Context: an optimization exercise on an open-source flow, tuned for small area and a short achievable clock period. The choices shown serve that exercise and are no tape-out recipe.
Function was checked by simulation only, so behaviour that the tests miss may differ from the original.
The clock port is modelled as an ideal driver; clocking choices that lean on that would not hold on a real chip.
No activity file was given, so power comes from the tool's default toggle rates.

==> flow/design.v <==
module fpu_8097_stack_ctl #(
    parameter int DEPTH = 8,
    parameter int WIDTH = 80,
    localparam int TOPW = $clog2(DEPTH)
) (
    input  logic             clk,
    input  logic             rst,
    input  logic             op_valid,
    output logic             op_ready,
    input  logic [2:0]       op_code,
    input  logic [TOPW-1:0]  op_idx,
    input  logic [WIDTH-1:0] op_wdata,
    output logic             rsp_valid,
    input  logic             rsp_ready,
    output logic [WIDTH-1:0] rsp_data,
    output logic [7:0]       rsp_fault,
    input  logic             sw_clr,
    output logic [15:0]      sw,
    output logic [TOPW-1:0]  top,
    output logic [DEPTH-1:0] tag
);
    logic [DEPTH-1:0][WIDTH-1:0] mem;      
    logic [DEPTH-1:0][TOPW-1:0]  rel;      
    logic [DEPTH-1:0]            rtag;     
    logic [DEPTH-1:0]            sel;      
    logic                        f_any, f_ovf, f_ill;
    logic                        ie, c1;
    logic             acc, is_push, is_pop, is_read, is_wr, is_xch, is_free;
    logic             t0, t7, t_i, ovf, unf, ok_push, ok_pop, ok_xch, rd_ok;
    logic [TOPW-1:0]  ridx;
    logic [DEPTH-1:0] rtag_n, nsel, wen, hit_i, hit_0, hit_7, rsel, pdec, tag_n;
    logic [WIDTH-1:0] rd;
    assign op_ready = !rsp_valid || rsp_ready;
    assign acc      = op_valid && op_ready;
    assign is_push = op_code == 3'd1;
    assign is_pop  = op_code == 3'd2;
    assign is_read = op_code == 3'd3;
    assign is_wr   = op_code == 3'd4;
    assign is_xch  = op_code == 3'd5;
    assign is_free = op_code == 3'd6;
    assign t0  = rtag[0];
    assign t7  = rtag[DEPTH-1];
    assign t_i = rtag[op_idx];
    assign ok_push = is_push && !t7;
    assign ok_pop  = is_pop && t0;
    assign ok_xch  = is_xch && t0 && t_i;
    assign ovf     = is_push && t7;
    assign unf     = (is_pop && !t0) || (is_read && !t_i) || (is_xch && !(t0 && t_i));
    assign rd_ok   = ok_pop || ok_xch || (is_read && t_i);
    always_comb
        for (int s = 0; s < DEPTH; s++) begin
            hit_i[s] = rel[s] == op_idx;
            hit_0[s] = rel[s] == '0;
            hit_7[s] = rel[s] == TOPW'(DEPTH - 1);
        end
    assign wen = {DEPTH{acc}} & (({DEPTH{ok_push}} & hit_7) | ({DEPTH{is_wr}} & hit_i));
    always_ff @(posedge clk)
        for (int s = 0; s < DEPTH; s++)
            if (wen[s]) mem[s] <= op_wdata;
    assign rsel = is_read ? hit_i : hit_0;
    assign nsel = acc ? (rsel & {DEPTH{rd_ok}}) : sel;
    fpu_8097_stack_rdmux #(.DEPTH(DEPTH), .WIDTH(WIDTH)) u_rdmux (
        .mem(mem), .sel(nsel), .rd(rd)
    );
    always_comb
        for (int k = 0; k < DEPTH; k++)
            pdec[k] = TOPW'(TOPW'(k) - top) == op_idx;
    always_comb begin
        tag_n = tag;
        if (ok_push) tag_n[TOPW'(top - 1'b1)] = 1'b1;
        if (ok_pop)  tag_n[top] = 1'b0;
        if (is_wr)   tag_n = tag_n | pdec;
        if (is_free) tag_n = tag_n & ~pdec;
    end
    always_comb begin
        rtag_n = rtag;
        if (ok_push) rtag_n = {rtag[DEPTH-2:0], 1'b1};
        if (ok_pop)  rtag_n = {1'b0, rtag[DEPTH-1:1]};
        if (is_wr)   rtag_n[op_idx] = 1'b1;
        if (is_free) rtag_n[op_idx] = 1'b0;
    end
    assign rsp_fault = {3'b000, f_any, 2'b00, f_ill, f_ovf};
    assign sw        = {2'b00, top, 1'b0, c1, 1'b0, ie, ie, 5'b00000, ie};
    always_ff @(posedge clk or posedge rst) begin
        if (rst) begin
            top       <= '0;
            tag       <= '0;
            rtag      <= '0;
            sel       <= '0;
            for (int s = 0; s < DEPTH; s++) rel[s] <= TOPW'(s);
            rsp_data  <= '0;
            f_any     <= 1'b0;
            f_ovf     <= 1'b0;
            f_ill     <= 1'b0;
            ie        <= 1'b0;
            c1        <= 1'b0;
            rsp_valid <= 1'b0;
        end else begin
            if (acc) begin
                if (ok_push) top <= top - 1'b1;
                else if (ok_pop) top <= top + 1'b1;
                tag  <= tag_n;
                rtag <= rtag_n;
                for (int s = 0; s < DEPTH; s++) begin
                    if (ok_push) rel[s] <= rel[s] + 1'b1;
                    else if (ok_pop) rel[s] <= rel[s] - 1'b1;
                    else if (ok_xch && hit_0[s]) rel[s] <= op_idx;
                    else if (ok_xch && hit_i[s]) rel[s] <= '0;
                end
                f_any    <= unf || ovf || op_code == 3'd7;
                f_ovf    <= ovf;
                f_ill    <= op_code == 3'd7;
            end
            sel       <= nsel;
            rsp_data  <= rd;
            rsp_valid <= acc || (rsp_valid && !rsp_ready);
            ie <= (acc && (ovf || unf)) || (ie && !sw_clr);
            c1 <= (acc && (ovf || unf)) ? ovf : (c1 && !sw_clr);
        end
    end
endmodule
module fpu_8097_stack_rdmux #(
    parameter int DEPTH = 8,
    parameter int WIDTH = 80
) (
    input  logic [DEPTH-1:0][WIDTH-1:0] mem,
    input  logic [DEPTH-1:0]            sel,
    output logic [WIDTH-1:0]            rd
);
    always_comb begin
        rd = '0;
        for (int s = 0; s < DEPTH; s++)
            rd = rd | (mem[s] & {WIDTH{sel[s]}});
    end
endmodule
export LEC_CHECK = 0
export CAP_MARGIN = 20
export CORE_MARGIN = 2
export CORE_UTILIZATION = 40
export SETUP_SLACK_MARGIN = 2.5
export SLEW_MARGIN = 20
export SYNTH_HIERARCHICAL = 1
create_clock -name core_clock -period 5.0 [get_ports {clk}]
standard.sh (not shown) runs the stock make flow with config.mk's settings and CLKGATE_MAP_FILE= SYNTH_SCRIPT=/design/flow/synth_recipe.tcl, a recipe that flattens the netlist after the stock synthesis.
==> flow/flow/run.sh <==
#!/bin/bash
# Standard ORFS layout with three changes: ports buffered with plain buffers
# instead of delay cells, the resizer allowed to change a cell's footprint when
# it resizes, and a clock tree of smaller buffers without dummy loads.
set -euo pipefail
bash standard.sh BUFFER_PORTS_ARGS="-buffer_cell sky130_fd_sc_hd__buf_2" MATCH_CELL_FOOTPRINT=0 \
  CTS_ARGS="-sink_clustering_enable -repair_clock_nets -buf_list sky130_fd_sc_hd__clkbuf_4 -sink_clustering_size 9 -sink_clustering_max_diameter 45 -dont_use_dummy_load" \
  finish > standard_flow.log 2>&1
The starting point finished with timing, DRC and antenna clean.
Change:
--- a/flow/flow/run.sh
+++ b/flow/flow/run.sh
@@ -6 +6 @@
-bash standard.sh BUFFER_PORTS_ARGS="-buffer_cell sky130_fd_sc_hd__buf_2" MATCH_CELL_FOOTPRINT=0 \
+bash standard.sh BUFFER_PORTS_ARGS="-buffer_cell sky130_fd_sc_hd__buf_1" MATCH_CELL_FOOTPRINT=0 \
- CORE_UTILIZATION: 40 -> 55
The new run produced a clean layout.
Power drops by a few percent.
Register-to-register slack got worse by 20 ps.
Global-route usage increases by 7.3 points.
Wire length went down by a few percent.
Combinational power came out lower by a few percent.
Setup slack gets worse by 38 ps.
Critical path depth came out lower by 2.
Change:
==> flow/flow/run.sh (replaced) <==
#!/bin/bash
# Standard ORFS layout with these changes: ports buffered with plain buffers
# instead of delay cells, the buffers of timing-critical inputs sized for their
# load before CTS (flow/size_ports.tcl), the resizer allowed to change a cell's
# footprint, and a clock tree of smaller buffers without dummy loads.
set -euo pipefail
here=$(pwd)
bash standard.sh BUFFER_PORTS_ARGS="-buffer_cell sky130_fd_sc_hd__buf_2" MATCH_CELL_FOOTPRINT=0 \
  PRE_CTS_TCL="$here/flow/size_ports.tcl" \
  CTS_ARGS="-sink_clustering_enable -repair_clock_nets -buf_list sky130_fd_sc_hd__clkbuf_4 -sink_clustering_size 9 -sink_clustering_max_diameter 45 -dont_use_dummy_load" \
  finish > standard_flow.log 2>&1
==> flow/flow/size_ports.tcl (new file) <==
# Size the buffers of timing-critical input ports for the load they drive:
# repair_timing leaves the buffers that buffer_ports inserted at their first size.
estimate_parasitics -placement
foreach inst [get_cells input*] {
  set out [get_pins -of_objects $inst -filter "direction==output"]
  if {[get_property $out slack_max] > 2.5} { continue }
  set fo [llength [get_pins -of_objects [get_nets -of_objects $out] -filter "direction==input"]]
  if {$fo >= 12} {
    set cell sky130_fd_sc_hd__buf_8
  } elseif {$fo >= 6} {
    set cell sky130_fd_sc_hd__buf_6
  } elseif {$fo >= 3} {
    set cell sky130_fd_sc_hd__buf_4
  } else {
    continue
  }
  puts "size_ports: [get_full_name $inst] fanout $fo slack [get_property $out slack_max] -> $cell"
  replace_cell $inst [get_lib_cells $cell]
}
- CORE_UTILIZATION: 55 -> 40
- TNS_END_PERCENT: not set -> 5
The new run passed the timing, DRC and antenna checks.
Sequential share of layout area came out higher by 0.11 points.
Clock-buffer cell count came out higher by 6.
Clock skew came out higher by 21 ps.
Power barely changes.
Worst setup slack loses 18 ps.
Wire length came out lower by 7.2%.

-- what the ideal ports hide --
Ports are ideal in the flow. The routed layouts listed here were re-timed in OpenROAD.
Step 1 assumes that a clkbuf_16 drives the clock port and a buf_2 every other input.
Step 2, shift: input delay + t, output delay - t, t = (earliest + latest rising clock arrival at the registers) / 2. This alone moves slack from input paths to output paths.
Three values: ideal, step 1, step 2; two values: the first two.
| run | t (ns) | setup slack, ns | clock arrival spread, ns | pins driven straight from the clock port |
|---|---|---|---|---|
| the first run | 0.914 | 2.304 / 2.321 / 1.422 | 0.172 / 0.172 | 1 |
| the second run | 0.913 | 2.266 / 2.299 / 1.393 | 0.132 / 0.132 | 1 |
| the third run | 0.909 | 2.248 / 2.248 / 1.359 | 0.155 / 0.154 | 1 |
After both steps setup and hold are still met in every run listed. The setup slack of the third run, which loses most, moves by 0.000 ns with the drivers and by -0.889 ns with both steps.
